This design comes from an exercise in tuning for small area and a short achievable clock period on the open sky130 flow, not from production work. The RTL was checked by simulation tests, not by an equivalence proof against the original design. Power is estimated from default activity; no workload was simulated.

==> constraint.sdc <==
create_clock -name core_clock -period 4.0 [get_ports {clk}]
set_input_delay 0.8000 -clock core_clock [delete_from_list [all_inputs] [get_ports {clk}]]
set_output_delay 0.8000 -clock core_clock [all_outputs]
set_load 0.01 [all_outputs]
==> config.mk <==
export PLATFORM = sky130hd
export DESIGN_NAME = sdp_ram_be
export DESIGN_NICKNAME = sdp_ram_be
export VERILOG_FILES = /design/flow/design.v
export SDC_FILE = /design/flow/constraint.sdc
export NUM_CORES = 4
export LEC_CHECK = 0
export CAP_MARGIN = 20
export CORE_MARGIN = 2
export CORE_UTILIZATION = 65
export CTS_CLUSTER_DIAMETER = 120
export CTS_CLUSTER_SIZE = 30
export SLEW_MARGIN = 20
export TNS_END_PERCENT = 0
==> flow/run.sh <==
#!/bin/bash
# Standard ORFS layout, run in three parts so that the setup margin is only
# asked of timing repair once the clock tree exists (from CTS on). Port
# buffers are plain buffers, and sizing may change a cell's footprint.
set -eo pipefail
cd "$(dirname "$0")/.."
K="MATCH_CELL_FOOTPRINT=0"
M="SETUP_SLACK_MARGIN=${SETUP_MARGIN:-2.0}"
bash standard.sh $K "BUFFER_PORTS_ARGS=-buffer_cell sky130_fd_sc_hd__buf_2" synth floorplan place > flow_place.log 2>&1
bash standard.sh $K $M cts > flow_cts.log 2>&1
bash standard.sh $K $M finish > flow_finish.log 2>&1
==> standard.sh <==
#!/bin/bash
# synth_recipe.tcl (not shown) runs the flow's synth.tcl, then flattens the netlist and writes it again
# the make line also repeats each setting of config.mk as NAME=value (left out here)
make -C /OpenROAD-flow-scripts/flow DESIGN_CONFIG=/design/flow/config.mk WORK_HOME=/design/flow/orfs CLKGATE_MAP_FILE= SYNTH_SCRIPT=/design/flow/synth_recipe.tcl "${@:-finish}"
==> design.v <==
`default_nettype none
package sdp_ram_pkg;
    typedef enum logic {
        INIT = 1'b0,
        RUN  = 1'b1
    } ram_state_e;
    localparam int RDW_OLD = 0;
    localparam int RDW_NEW = 1;
    function automatic logic [7:0] byte_merge(input logic [7:0] old_byte,
                                              input logic [7:0] new_byte,
                                              input logic       be);
        byte_merge = be ? new_byte : old_byte;
    endfunction
endpackage
`default_nettype wire
`default_nettype none
module sdp_ram_rd_pipe #(
    parameter int DATA_WIDTH = 32
) (
    input  wire logic                  clk,
    input  wire logic                  rst,
    input  wire logic                  i_valid,
    input  wire logic                  i_hold,
    input  wire logic [DATA_WIDTH-1:0] i_data,
    output logic                       o_valid,
    output logic [DATA_WIDTH-1:0]      o_data
);
    always_ff @(posedge clk) begin
        o_valid <= i_valid && !rst;
        o_data  <= i_data | (o_data & {DATA_WIDTH{i_hold}});
    end
endmodule
`default_nettype wire
`default_nettype none
module sdp_ram_be #(
    parameter int DATA_WIDTH   = 32,
    parameter int ADDR_WIDTH   = 6,
    parameter int DEPTH        = 2**ADDR_WIDTH,
    parameter int READ_LATENCY = 2,
    parameter int RDW_MODE     = 1
) (
    input  wire logic                    clk,
    input  wire logic                    rst,
    input  wire logic                    wr_en,
    input  wire logic [ADDR_WIDTH-1:0]   wr_addr,
    input  wire logic [DATA_WIDTH-1:0]   wr_data,
    input  wire logic [DATA_WIDTH/8-1:0] wr_be,
    input  wire logic                    rd_en,
    input  wire logic [ADDR_WIDTH-1:0]   rd_addr,
    output logic      [DATA_WIDTH-1:0]   rd_data,
    output logic                         rd_valid,
    output logic                         init_busy
);
    localparam int c_num_bytes = DATA_WIDTH / 8;
    logic [5:0] cnt_q;
    logic       init_busy_q;
    always_ff @(posedge clk) begin
        if (rst) begin
            cnt_q       <= '0;
            init_busy_q <= 1'b1;
        end else if (init_busy_q) begin
            cnt_q <= cnt_q + 6'd1;
            if (&cnt_q) init_busy_q <= 1'b0;
        end
    end
    logic                   wr_accept;
    logic [DATA_WIDTH-1:0]  wdata;
    logic [7:0]             wa_lo, wa_hi;
    logic [c_num_bytes-1:0] wbe;
    assign wr_accept = wr_en && !init_busy_q;
    assign wdata     = rst ? '0 : wr_data;
    assign wbe       = rst ? '1 : (wr_accept ? wr_be : '0);
    for (genvar i = 0; i < 8; i++) begin : g_wdec
        assign wa_lo[i] = rst || (wr_addr[2:0] == 3'(i));
        assign wa_hi[i] = rst || (wr_addr[5:3] == 3'(i));
    end
    logic [7:0] ra_lo_q, ra_hi_q, ra_hi_g;
    logic       rv_q;
    always_ff @(posedge clk) begin
        for (int i = 0; i < 8; i++) begin
            ra_lo_q[i] <= (rd_addr[2:0] == 3'(i));
            ra_hi_q[i] <= (rd_addr[5:3] == 3'(i));
        end
        rv_q <= !rst && !init_busy_q && rd_en;
    end
    logic rd_hold;
    assign ra_hi_g = (rv_q && !rst) ? ra_hi_q : '0;
    assign rd_hold = !rv_q && !rst;
    logic [DATA_WIDTH-1:0] mem_q [DEPTH];
    logic [DATA_WIDTH-1:0] grp [8];
    for (genvar h = 0; h < 8; h++) begin : g_hi
        logic [DATA_WIDTH-1:0] terms [8];
        for (genvar l = 0; l < 8; l++) begin : g_lo
            for (genvar b = 0; b < c_num_bytes; b++) begin : g_byte
                always_ff @(posedge clk) begin
                    if (wa_hi[h] && wa_lo[l] && wbe[b])
                        mem_q[8*h+l][8*b +: 8] <= wdata[8*b +: 8];
                end
            end
            assign terms[l] = ra_lo_q[l] ? mem_q[8*h+l] : '0;
        end
        always_comb begin
            grp[h] = '0;
            for (int l = 0; l < 8; l++) grp[h] = grp[h] | terms[l];
        end
    end
    logic [DATA_WIDTH-1:0] rd_word;
    always_comb begin
        rd_word = '0;
        for (int h = 0; h < 8; h++) rd_word = rd_word | (ra_hi_g[h] ? grp[h] : '0);
    end
    sdp_ram_rd_pipe #(
        .DATA_WIDTH (DATA_WIDTH)
    ) u_rd_pipe (
        .clk     (clk),
        .rst     (rst),
        .i_valid (rv_q),
        .i_hold  (rd_hold),
        .i_data  (rd_word),
        .o_valid (rd_valid),
        .o_data  (rd_data)
    );
    assign init_busy = init_busy_q;
endmodule
`default_nettype wire
==> results.cfg <==
[outcome]
outcome = timing/DRC/antenna clean

[yosys]
synth_fp_nets = 4269
synthTopCellsByCount = edfxtp_1, a22oi_1, a41oi_1
post_synth_num_cell_types = 32
ys_seq_area_frac = 0.8158
ys.flop_type = edfxtp_1
syn-cell-area_um2 = 76780
yosysMostFrequentCell = edfxtp_1
synth-warning-count = 12
synth.top_cell.area_share = 0.8010
synth_edf_count = 2048
synth.avg_cell_area_um2 = 18.21
synth_cells = 4216
async_reset_ff_frac = 0
ys_ff_latch = 2105
synth_area_leaders = edfxtp_1, a22oi_1, a41oi_1
synth_largest_area_cell = edfxtp_1

[sta]
period_share = 0.5630
rsz0062_at_grt = yes
slew_violations = 0
finalSetupViolations = 0
setup_ws_ns = 1.748
fin_tns_setup_ns = 0
hold_ws_ns = 0.3069
relSlewSlack = 0.3962
fin_skew_ns = 0.02776
finalCriticalPeriod_ns = 2.252
clock.fmax_mhz = 444.1
final_hold_viol_count = 0
tightest_slew_ns = 0.9057

[critical_path]
worstSetupPathType = flop to flop
path_buf_inv = 3
start_kind = flop
cpPeakStageDelay_ns = 0.46
crit_path_top_delay_cell = nor3_2
crit_path_cell_trace = nor2b_1 > buf_4 > a21oi_4 > buf_12 > nor3_2 > buf_4
crit_family = buffers and inverters
arrival_ns = 2.69
worstPathMaxFanout = 64
cp-end-kind = flop
setup.worst_path.start = init_busy_q
worstReg2RegStart = init_busy_q
rrSetupSlack_ns = 1.75
required_ns = 4.44
cpMostUsedCell = buf_4

[global_routing]
grt_first_pass_wirelength_um = 320800
grt_max_degree = 79
antenna_found_initial = 16
track_usage = 0.3745
overflow = 0
grt_pass1_vias = 43550

[routing]
ant_nets = 0
firstDrtPassIters = 6
via_per_inst = 7.503
wire_per_inst_um = 37.92
num_vias = 45580
drc = 0
drt-total-wl_um = 230300
first_iter_violations = 7848

[clock_network]
h-tree-depth = 3
root_buffer = clkbuf_16
cts-buffers-inserted = 80
clkSinkCount = 2105
cts_buffer_depth = 3
clkLatencyLatePin_ns = 0.72
cts_tree = built
clk_pin_slew_ns = 0.11
cts_hold_buf = 0

[worst_hold_path]
hold_path.class = input pin to flop
holdCritStartpoint = rd_addr[1]

[floorplanning]
die_y_um = 347.7
start_util = 0.6529
ios = 86
die_area_um2 = 120900
num_rows = 126
fp.coreArea_um2 = 117600
die_x_um = 347.7

[pwr]
p_per_area_nw_per_um2 = 439.4
power.total_mw = 38.30
leakagePower_nw = 27.26
max-vdd-ir-drop_mv = 0.4426

[cells_and_area]
fillers = 6871
utilization = 0.7411
syn2layout_area_growth_pct = 13.51
num-nets-final = 4514
layout-drive-gt1-share = 0.2067
final_area_um2 = 87150
fin_cells = 6074

[place]
port_buffers = 85
gp_congestion = 0.8823
dpl_cell_area_um2 = 81080
dp_hpwl_um = 136000
dp_slack_ns = 0.3606
placed_cells = 5825

[run]
maxCapViolations = 0
timing repair:
action / 4_1_cts / 5_1_grt
gates resized for setup: 317 / 166
setup buffers: 54 / 23
gates cloned: 4 / 8
pin swaps: 20 / 43
endpoints found under the setup margin: 2227 / 1999
per-layer routing:
metal,GRT usage,share of wire
met2,0.5759,0.47
met3,0.07636,0.13
met1,0.5310,0.35
met4,0.1629,0.050
met5,0,0.00018
path summary, 6_finish.rpt:
check	endpoint	cells after the start
min	ra_lo_q[0]	2
min reg2reg	u_rd_pipe.o_data[31]	2
max	mem_q[44][24]	6
max reg2reg	mem_q[44][24]	6
power breakdown:
part           switching (mW)  internal, mW
Combinational            2.03         0.688
Sequential              0.198          25.0
Clock                    6.32          4.09
Total                    8.55          29.7
cell families (layout without fill, tap and decap cells):
logic type,after synthesis,count (layout),share of synthesized area
buf+inv,335,646,0.02011
xor+xnor,4,4,0.0004564
compound gates,1335,1336,0.1338
mux,1,1,0.0001304
fa+ha+maj,1,1,0.0001629
simple gates,435,435,0.02958
flops,2105,2105,0.8158
other cells,0,10,0
layout by cell type (no fill, tap or decap), types with 15 or more instances in the layout:
| cell | netlist | final |
|---|---|---|
| buf_12 | 0 | 61 |
| buf_6 | 2 | 22 |
| nor3_1 | 254 | 115 |
| a21oi_1 | 33 | 31 |
| a22oi_2 | 0 | 18 |
| nor3_2 | 0 | 30 |
| a41oi_2 | 0 | 39 |
| buf_2 | 211 | 79 |
| a22oi_1 | 1024 | 1006 |
| nand3_1 | 33 | 32 |
| clkbuf_1 | 87 | 61 |
| nor3_4 | 0 | 109 |
| nor2b_4 | 0 | 32 |
| nor4_4 | 0 | 15 |
| dfxtp_1 | 57 | 28 |
| clkbuf_16 | 0 | 96 |
| dfxtp_4 | 0 | 19 |
| edfxtp_1 | 2048 | 2048 |
| a41oi_1 | 256 | 217 |
| a31oi_4 | 0 | 17 |
| buf_4 | 2 | 307 |
| nor2_4 | 0 | 24 |
flip-flops by register name, indices dropped and copies added, names as in the netlist:
register	count
u_rd_pipe.o_valid	1
u_rd_pipe.o_data	32
init_busy_q	1
ra_lo_q	8
mem_q	2048
ra_hi_q	8
rv_q	1
cnt_q	6
cell type report:
type	instances	area, µm²	area share
inverter	6	33.78	0.0003876
clock buffer	146	2356	0.02703
clock inverter	3	47.55	0.0005455
timing repair buffer	491	4654	0.05341
antenna	10	25.02	0.0002871
tap	1536	1922	0.02205
multi-input combinational	1777	15390	0.1766
sequential	2105	62720	0.7197

separate check: timing with driven ports:
The results above use ideal ports. As a check the final layout listed here was re-extracted and re-timed, cells and wires unchanged.
Step 1 assumes that a clkbuf_16 drives the clock port and a buf_2 every other input.
Step 2 adds t to the input delays and takes it off the output delays; t is the mean of the earliest and latest rising clock arrival at the registers after step 1. Input paths then give back, and output paths get back, about the clock's delay inside the block.
Slacks: no drivers / after step 1 / after step 2; pairs: no drivers / after step 1.
t (ns): 0.784
setup WS [ns]: 1.748 / 1.748 / 1.019
latest minus earliest clock arrival (ns): 0.038 / 0.039
worst register clock-pin slew, ns: 0.12 / 0.12
cell pins on the clock port's net: 1
After both steps setup and hold are still met in this run. The setup slack of this run moves by 0.000 ns with the drivers and by -0.729 ns with both steps.
